This is an optimization exercise on Yosys and OpenROAD, whose aim is small area, a short achievable clock period and few clock cycles, not a production implementation. Where RTL was checked, it was by simulation tests only, not by an equivalence proof against the original.

== run 1 ==
==> flow/design.v <==
package mul_accel_pkg;
  typedef logic [31:0] word_t;
  typedef logic [31:0] addr_t;
  typedef logic [15:0] operand_t;
  typedef logic [3:0]  shift_t;
  typedef enum logic [2:0] {IDLE, RD_A, WT_A, RD_B, WT_B, FEED, DRAIN, WR_C} stream_state_e;
  localparam addr_t CsrShift  = 32'd0;
  localparam addr_t CsrCommit = 32'd1;
  localparam addr_t CsrCount  = 32'd2;
  localparam addr_t CsrBaseA  = 32'd0;
  localparam addr_t CsrBaseB  = 32'd1;
  localparam addr_t CsrBaseC  = 32'd2;
  localparam addr_t CsrLength = 32'd3;
  localparam addr_t CsrStart  = 32'd4;
  localparam addr_t CsrStatus = 32'd5;
endpackage
module mul_accel_top #(
  parameter int unsigned StreamerCsrNum = 6
) (
  input  logic  clk_i,
  input  logic  rst_n_i,
  input  mul_accel_pkg::addr_t csr_req_addr_i,
  input  mul_accel_pkg::word_t csr_req_data_i,
  input  logic  csr_req_write_i,
  input  logic  csr_req_valid_i,
  output logic  csr_req_ready_o,
  output mul_accel_pkg::word_t csr_rsp_data_o,
  output logic  csr_rsp_valid_o,
  input  logic  csr_rsp_ready_i,
  output mul_accel_pkg::addr_t tcdm_addr_o,
  output mul_accel_pkg::word_t tcdm_wdata_o,
  output logic  tcdm_write_o,
  output logic  tcdm_req_o,
  input  logic  tcdm_gnt_i,
  input  mul_accel_pkg::word_t tcdm_rdata_i,
  input  logic  tcdm_rvalid_i
);
  logic [31:0] base_a_q, base_b_q, base_c_q, len_q, count_q;
  logic [3:0]  shift_q, cshift_q;
  logic        rsp_valid_q;
  logic [6:0]  rsel_q;
  logic        st_a_q, st_b_q, st_c_q, st_t_q;
  logic        first_q, last_q;
  logic [31:0] idx_q;
  logic [31:0] addr_q;
  logic        ga_q, gb_q, s1_q, s2_q, cv_q;
  logic [15:0] a_q;
  logic [31:0] c_q;
  logic busy;
  assign busy = st_a_q | st_b_q | st_c_q | st_t_q;
  logic       req_fire, wr, hi_zero;
  logic [3:0] a4;
  logic       start;
  assign req_fire = csr_req_valid_i & ~rsp_valid_q;
  assign wr       = req_fire & csr_req_write_i;
  assign hi_zero  = csr_req_addr_i[31:4] == '0;
  assign a4       = csr_req_addr_i[3:0];
  assign start    = wr & hi_zero & (a4 == 4'd4) & ~busy & (len_q != '0);
  logic [6:0] rsel_d;
  logic       rd;
  assign rd = ~csr_req_write_i & hi_zero;
  assign rsel_d = {rd & (a4 == 4'd5) & busy, rd & (a4 == 4'd6), rd & (a4 == 4'd8),
                   rd & (a4 == 4'd3), rd & (a4 == 4'd2), rd & (a4 == 4'd1), rd & (a4 == 4'd0)};
  always_ff @(posedge clk_i or negedge rst_n_i) begin
    if (!rst_n_i) begin
      rsp_valid_q <= 1'b0;
    end else if (req_fire) begin
      rsp_valid_q <= 1'b1;
    end else if (csr_rsp_ready_i) begin
      rsp_valid_q <= 1'b0;
    end
  end
  always_ff @(posedge clk_i or negedge rst_n_i) begin
    if (!rst_n_i) begin
      cpend_q <= 1'b0;
    end else if (req_fire) begin
      cpend_q <= rsel_d[4];
    end else if (csr_rsp_ready_i) begin
      cpend_q <= 1'b0;
    end
  end
  always_ff @(posedge clk_i) begin
    if (req_fire) rsel_q <= rsel_d;
  end
  assign csr_rsp_data_o = ({32{rsel_q[0]}} & base_a_q) | ({32{rsel_q[1]}} & base_b_q) |
                          ({32{rsel_q[2]}} & base_c_q) | ({32{rsel_q[3]}} & len_q) |
                          ({32{rsel_q[4]}} & count_q) | ({32{rsel_q[5]}} & {28'd0, shift_q}) |
                          {31'd0, rsel_q[6]};
  assign csr_req_ready_o = ~rsp_valid_q;
  assign csr_rsp_valid_o = rsp_valid_q;
  always_ff @(posedge clk_i or negedge rst_n_i) begin
    if (!rst_n_i) begin
      base_a_q <= '0;
      base_b_q <= '0;
      base_c_q <= '0;
      len_q    <= '0;
      shift_q  <= '0;
      cshift_q <= '0;
    end else begin
      if (wr && hi_zero && !busy) begin
        if (a4 == 4'd0) base_a_q <= csr_req_data_i;
        if (a4 == 4'd1) base_b_q <= csr_req_data_i;
        if (a4 == 4'd2) base_c_q <= csr_req_data_i;
        if (a4 == 4'd3) len_q    <= csr_req_data_i;
        if (a4 == 4'd7) cshift_q <= shift_q;
      end
      if (wr && hi_zero && a4 == 4'd6) shift_q <= csr_req_data_i[3:0];
    end
  end
  logic gnt_a, gnt_b, gnt_c, adv_c, done;
  assign gnt_a = st_a_q & tcdm_gnt_i;
  assign gnt_b = st_b_q & tcdm_gnt_i;
  assign gnt_c = req_c & tcdm_gnt_i;
  assign adv_c = st_c_q & (first_q | gnt_c);
  assign done  = st_t_q & gnt_c;
  logic cnt_pend, cnt_hold, creq_q, dfr_q, req_c, cpend_q;
  assign cnt_pend = cpend_q;
  assign cnt_hold = cnt_pend | dfr_q;
  assign req_c    = (st_c_q | st_t_q) & cv_q & (creq_q | ~cnt_hold);
  always_ff @(posedge clk_i or negedge rst_n_i) begin
    if (!rst_n_i) begin
      count_q <= '0;
      creq_q  <= 1'b0;
      dfr_q   <= 1'b0;
    end else begin
      creq_q <= req_c & ~tcdm_gnt_i;
      if (!cnt_pend && (gnt_c || dfr_q)) begin
        count_q <= count_q + 32'd1;
        dfr_q   <= 1'b0;
      end else if (gnt_c) begin
        dfr_q   <= 1'b1;
      end
    end
  end
  function automatic logic sum_eq(input logic [31:0] x, input logic [31:0] y, input logic [31:0] k);
    logic ok;
    logic c;
    ok = 1'b1;
    c  = 1'b0;
    for (int i = 0; i < 32; i++) begin
      ok = ok & ((x[i] ^ y[i] ^ k[i]) == c);
      c  = (x[i] & y[i]) | ((x[i] ^ y[i]) & ~k[i]);
    end
    sum_eq = ok;
  endfunction
  logic [31:0] nbase;
  logic        ncin;
  logic [32:0] nsum;
  always_comb begin
    if (st_a_q) begin
      nbase = base_b_q;  ncin = 1'b1;
    end else if (st_b_q || (st_c_q && last_q)) begin
      nbase = base_c_q;  ncin = 1'b0;
    end else begin
      nbase = base_a_q;  ncin = 1'b1;
    end
  end
  assign nsum = {nbase, ncin} + {idx_q, 1'b1};
  always_ff @(posedge clk_i or negedge rst_n_i) begin
    if (!rst_n_i) begin
      st_a_q  <= 1'b0;
      st_b_q  <= 1'b0;
      st_c_q  <= 1'b0;
      st_t_q  <= 1'b0;
      first_q <= 1'b0;
      last_q  <= 1'b0;
      idx_q   <= '1;
      ga_q    <= 1'b0;
      gb_q    <= 1'b0;
      s1_q    <= 1'b0;
      s2_q    <= 1'b0;
      cv_q    <= 1'b0;
    end else begin
      ga_q <= gnt_a;
      gb_q <= gnt_b;
      if (start) begin
        st_a_q  <= 1'b1;
        first_q <= 1'b1;
      end
      if (gnt_a) begin
        st_a_q <= 1'b0;
        st_b_q <= 1'b1;
      end
      if (gnt_b) begin
        st_b_q <= 1'b0;
        st_c_q <= 1'b1;
        idx_q  <= idx_q + 32'd1;
        last_q <= sum_eq(idx_q, 32'd2, len_q);
      end
      if (adv_c) begin
        st_c_q  <= 1'b0;
        first_q <= 1'b0;
        if (last_q) st_t_q <= 1'b1;
        else        st_a_q <= 1'b1;
      end
      if (done) begin
        st_t_q <= 1'b0;
        idx_q  <= '1;
      end
      if (gb_q) s1_q <= 1'b1;
      else if (!cv_q) s1_q <= 1'b0;
      s2_q <= s1_q & ~cv_q;
      if (s2_q) cv_q <= 1'b1;
      else if (gnt_c) cv_q <= 1'b0;
    end
  end
  always_ff @(posedge clk_i) begin
    if (start | gnt_a | gnt_b | adv_c) addr_q <= nsum[32:1];
  end
  assign tcdm_req_o   = st_a_q | st_b_q | req_c;
  assign tcdm_write_o = st_c_q | st_t_q;
  assign tcdm_addr_o  = addr_q;
  logic        s1_fire;
  logic [7:0]  bhi_q;
  logic [3:0]  one_q, two_q, neg_q;
  logic        top_q;
  logic [7:0]  nbyte;
  logic [15:0] addend;
  logic [23:0] msum;
  assign s1_fire = s1_q & ~cv_q;
  assign nbyte   = gb_q ? tcdm_rdata_i[7:0] : bhi_q;
  assign addend  = s2_q ? c_q[31:16] : 16'd0;
  always_comb begin
    logic [23:0] acc;
    logic [16:0] sel;
    logic [23:0] row;
    acc = {8'd0, addend};
    for (int i = 0; i < 4; i++) begin
      sel = ({17{one_q[i]}} & {1'b0, a_q}) | ({17{two_q[i]}} & {a_q, 1'b0});
      row = {{7{neg_q[i]}}, sel ^ {17{neg_q[i]}}};
      acc = acc + (row << (2 * i)) + (24'(neg_q[i]) << (2 * i));
    end
    acc = acc + ({8'd0, {16{top_q}} & a_q} << 8);
    msum = acc;
  end
  always_ff @(posedge clk_i) begin
    if (ga_q) a_q <= tcdm_rdata_i[15:0];
    if (gb_q) bhi_q <= tcdm_rdata_i[15:8];
    if (gb_q | s1_fire) begin
      for (int i = 0; i < 4; i++) begin
        logic lo;
        lo = (i == 0) ? 1'b0 : nbyte[2*i-1];
        neg_q[i] <= nbyte[2*i+1];
        one_q[i] <= nbyte[2*i] ^ lo;
        two_q[i] <= (nbyte[2*i+1] & ~nbyte[2*i] & ~lo) | (~nbyte[2*i+1] & nbyte[2*i] & lo);
      end
      top_q <= nbyte[7];
    end
    if (s1_fire | s2_q) c_q[31:8] <= msum;
    if (s2_q) c_q[7:0] <= c_q[15:8];
  end
  assign tcdm_wdata_o = c_q >> cshift_q;
endmodule
==> flow/config.mk <==
export PLATFORM = sky130hd
export DESIGN_NAME = mul_accel_top
export DESIGN_NICKNAME = mul_accel_top
export VERILOG_FILES = /design/flow/design.v
export SDC_FILE = /design/flow/constraint.sdc
export NUM_CORES = 4
export LEC_CHECK = 0
export CAP_MARGIN = 20
export CORE_MARGIN = 8
export CORE_UTILIZATION = 40
export CTS_BUF_LIST = sky130_fd_sc_hd__clkbuf_16
export CTS_CLUSTER_DIAMETER = 100
export CTS_CLUSTER_SIZE = 20
export PLACE_DENSITY = 0.6
export SETUP_SLACK_MARGIN = 3.8
export SLEW_MARGIN = 20
==> flow/constraint.sdc <==
create_clock -name core_clock -period 8.0 [get_ports {clk_i}]
set_input_delay 1.6000 -clock core_clock [delete_from_list [all_inputs] [get_ports {clk_i}]]
set_output_delay 1.6000 -clock core_clock [all_outputs]
set_load 0.01 [all_outputs]
standard.sh (not shown) runs the stock make flow with config.mk's settings and CLKGATE_MAP_FILE= SYNTH_SCRIPT=/design/flow/synth_recipe.tcl, a recipe that flattens the netlist after the stock synthesis.
==> flow/flow/run.sh <==
#!/bin/bash
set -euo pipefail
bash standard.sh "BUFFER_PORTS_ARGS=-buffer_cell sky130_fd_sc_hd__buf_1" finish > flow_make.log 2>&1
Testbench counts of run 1, summed over its fixed seeds: cycles 11,462.
Changes in run 2 relative to run 1:
--- a/flow/design.v
+++ b/flow/design.v
@@ -36,7 +36,8 @@
   input  logic  tcdm_rvalid_i
 );
   logic [31:0] base_a_q, base_b_q, base_c_q, len_q, count_q;
-  logic [3:0]  shift_q, cshift_q;
+  logic [3:0]  shift_q;
+  logic [3:0]  shl_q, shh_q;
   logic        rsp_valid_q;
   logic [6:0]  rsel_q;
   logic        st_a_q, st_b_q, st_c_q, st_t_q;
@@ -95,14 +96,18 @@
       base_c_q <= '0;
       len_q    <= '0;
       shift_q  <= '0;
-      cshift_q <= '0;
+      shl_q    <= 4'b0001;
+      shh_q    <= 4'b0001;
     end else begin
       if (wr && hi_zero && !busy) begin
         if (a4 == 4'd0) base_a_q <= csr_req_data_i;
         if (a4 == 4'd1) base_b_q <= csr_req_data_i;
         if (a4 == 4'd2) base_c_q <= csr_req_data_i;
         if (a4 == 4'd3) len_q    <= csr_req_data_i;
-        if (a4 == 4'd7) cshift_q <= shift_q;
+        if (a4 == 4'd7) begin
+          shl_q <= 4'b0001 << shift_q[1:0];
+          shh_q <= 4'b0001 << shift_q[3:2];
+        end
       end
       if (wr && hi_zero && a4 == 4'd6) shift_q <= csr_req_data_i[3:0];
     end
@@ -164,7 +169,6 @@
       st_t_q  <= 1'b0;
       first_q <= 1'b0;
       last_q  <= 1'b0;
-      idx_q   <= '1;
       ga_q    <= 1'b0;
       gb_q    <= 1'b0;
       s1_q    <= 1'b0;
@@ -184,7 +188,6 @@
       if (gnt_b) begin
         st_b_q <= 1'b0;
         st_c_q <= 1'b1;
-        idx_q  <= idx_q + 32'd1;
         last_q <= sum_eq(idx_q, 32'd2, len_q);
       end
       if (adv_c) begin
@@ -195,7 +198,6 @@
       end
       if (done) begin
         st_t_q <= 1'b0;
-        idx_q  <= '1;
       end
       if (gb_q) s1_q <= 1'b1;
       else if (!cv_q) s1_q <= 1'b0;
@@ -203,6 +205,10 @@
       if (s2_q) cv_q <= 1'b1;
       else if (gnt_c) cv_q <= 1'b0;
     end
+  end
+  always_ff @(posedge clk_i) begin
+    if (!busy) idx_q <= '1;
+    else if (gnt_b) idx_q <= idx_q + 32'd1;
   end
   always_ff @(posedge clk_i) begin
     if (start | gnt_a | gnt_b | adv_c) addr_q <= nsum[32:1];
@@ -233,21 +239,43 @@
     acc = acc + ({8'd0, {16{top_q}} & a_q} << 8);
     msum = acc;
   end
+  logic [3:0] one_d, two_d, neg_d;
+  logic       ld_enc;
+  always_comb begin
+    for (int i = 0; i < 4; i++) begin
+      logic lo;
+      lo = (i == 0) ? 1'b0 : nbyte[2*i-1];
+      neg_d[i] = nbyte[2*i+1];
+      one_d[i] = nbyte[2*i] ^ lo;
+      two_d[i] = (nbyte[2*i+1] & ~nbyte[2*i] & ~lo) | (~nbyte[2*i+1] & nbyte[2*i] & lo);
+    end
+  end
+  assign ld_enc = gb_q | s1_fire;
   always_ff @(posedge clk_i) begin
     if (ga_q) a_q <= tcdm_rdata_i[15:0];
+    if (ld_enc) begin
+      one_q <= one_d;
+      two_q <= two_d;
+      neg_q <= neg_d;
+      top_q <= nbyte[7];
+    end
+  end
+  always_ff @(posedge clk_i) begin
     if (gb_q) bhi_q <= tcdm_rdata_i[15:8];
-    if (gb_q | s1_fire) begin
-      for (int i = 0; i < 4; i++) begin
-        logic lo;
-        lo = (i == 0) ? 1'b0 : nbyte[2*i-1];
-        neg_q[i] <= nbyte[2*i+1];
-        one_q[i] <= nbyte[2*i] ^ lo;
-        two_q[i] <= (nbyte[2*i+1] & ~nbyte[2*i] & ~lo) | (~nbyte[2*i+1] & nbyte[2*i] & lo);
-      end
-      top_q <= nbyte[7];
-    end
     if (s1_fire | s2_q) c_q[31:8] <= msum;
     if (s2_q) c_q[7:0] <= c_q[15:8];
   end
-  assign tcdm_wdata_o = c_q >> cshift_q;
+  logic [31:0] shl_c;
+  always_comb begin
+    for (int i = 0; i < 32; i++) begin
+      shl_c[i] = 1'b0;
+      tcdm_wdata_o[i] = 1'b0;
+    end
+    for (int i = 0; i < 32; i++)
+      for (int k = 0; k < 4; k++)
+        if (i + k < 32) shl_c[i] = shl_c[i] | (shl_q[k] & c_q[i+k]);
+    for (int i = 0; i < 32; i++)
+      for (int k = 0; k < 4; k++)
+        if (i + 4 * k < 32) tcdm_wdata_o[i] = tcdm_wdata_o[i] | (shh_q[k] & shl_c[i+4*k]);
+  end
 endmodule
Notes after the runs:
- Relative to run 1, the die height measured on run 2 has decreased slightly.
- Number of global-route vias before repair was lower in run 1 than in run 2.
- Looking at end point of the critical path, the c_q[29] result is from run 2; the c_q[31] one comes from run 1.
- Clock period minus worst slack, run 1 and run 2: smaller value in run 1
- [compare] base=run 1 new=run 2: first-iteration DRC count higher; number of buffers other than clock buffers in the final layout lower; count of mapped cells out of synthesis higher; fraction of the yosys area taken by sequential cells lower.
- The critical-path cell with the highest stage delay comes out sky130_fd_sc_hd__edfxtp_1 in one run and sky130_fd_sc_hd__fa_1 in the other, namely in run 1 and run 2 respectively.
For run 2, only the layout was checked, not whether the RTL still works.

[re-timing with driven ports]
In the flow no input, the clock included, has a driving cell. The finished layouts below were timed again as built, in two steps.
Step 1 assumes that a clkbuf_16 drives the clock port and a buf_2 every other input.
Step 2 moves the port delays by t, midway between the first and last clock arrival at a register: inputs arrive t later, outputs are due t later. That takes back most of the time a late clock gives input paths.
a / b / c = ideal / step 1 / step 2; a / b = the first two.
run | shift t [ns] | slack for setup (ns) | worst setup path at the end | clock arrival spread, ns | cell pins on the clock port's net
run 1 | 0.603 | 3.714 / 3.714 / 3.714 | register to register | 0.031 / 0.031 | 1
run 2 | 0.603 | 3.668 / 3.668 / 3.668 | register to register | 0.029 / 0.029 | 1
After both steps setup and hold are still met in every run listed.
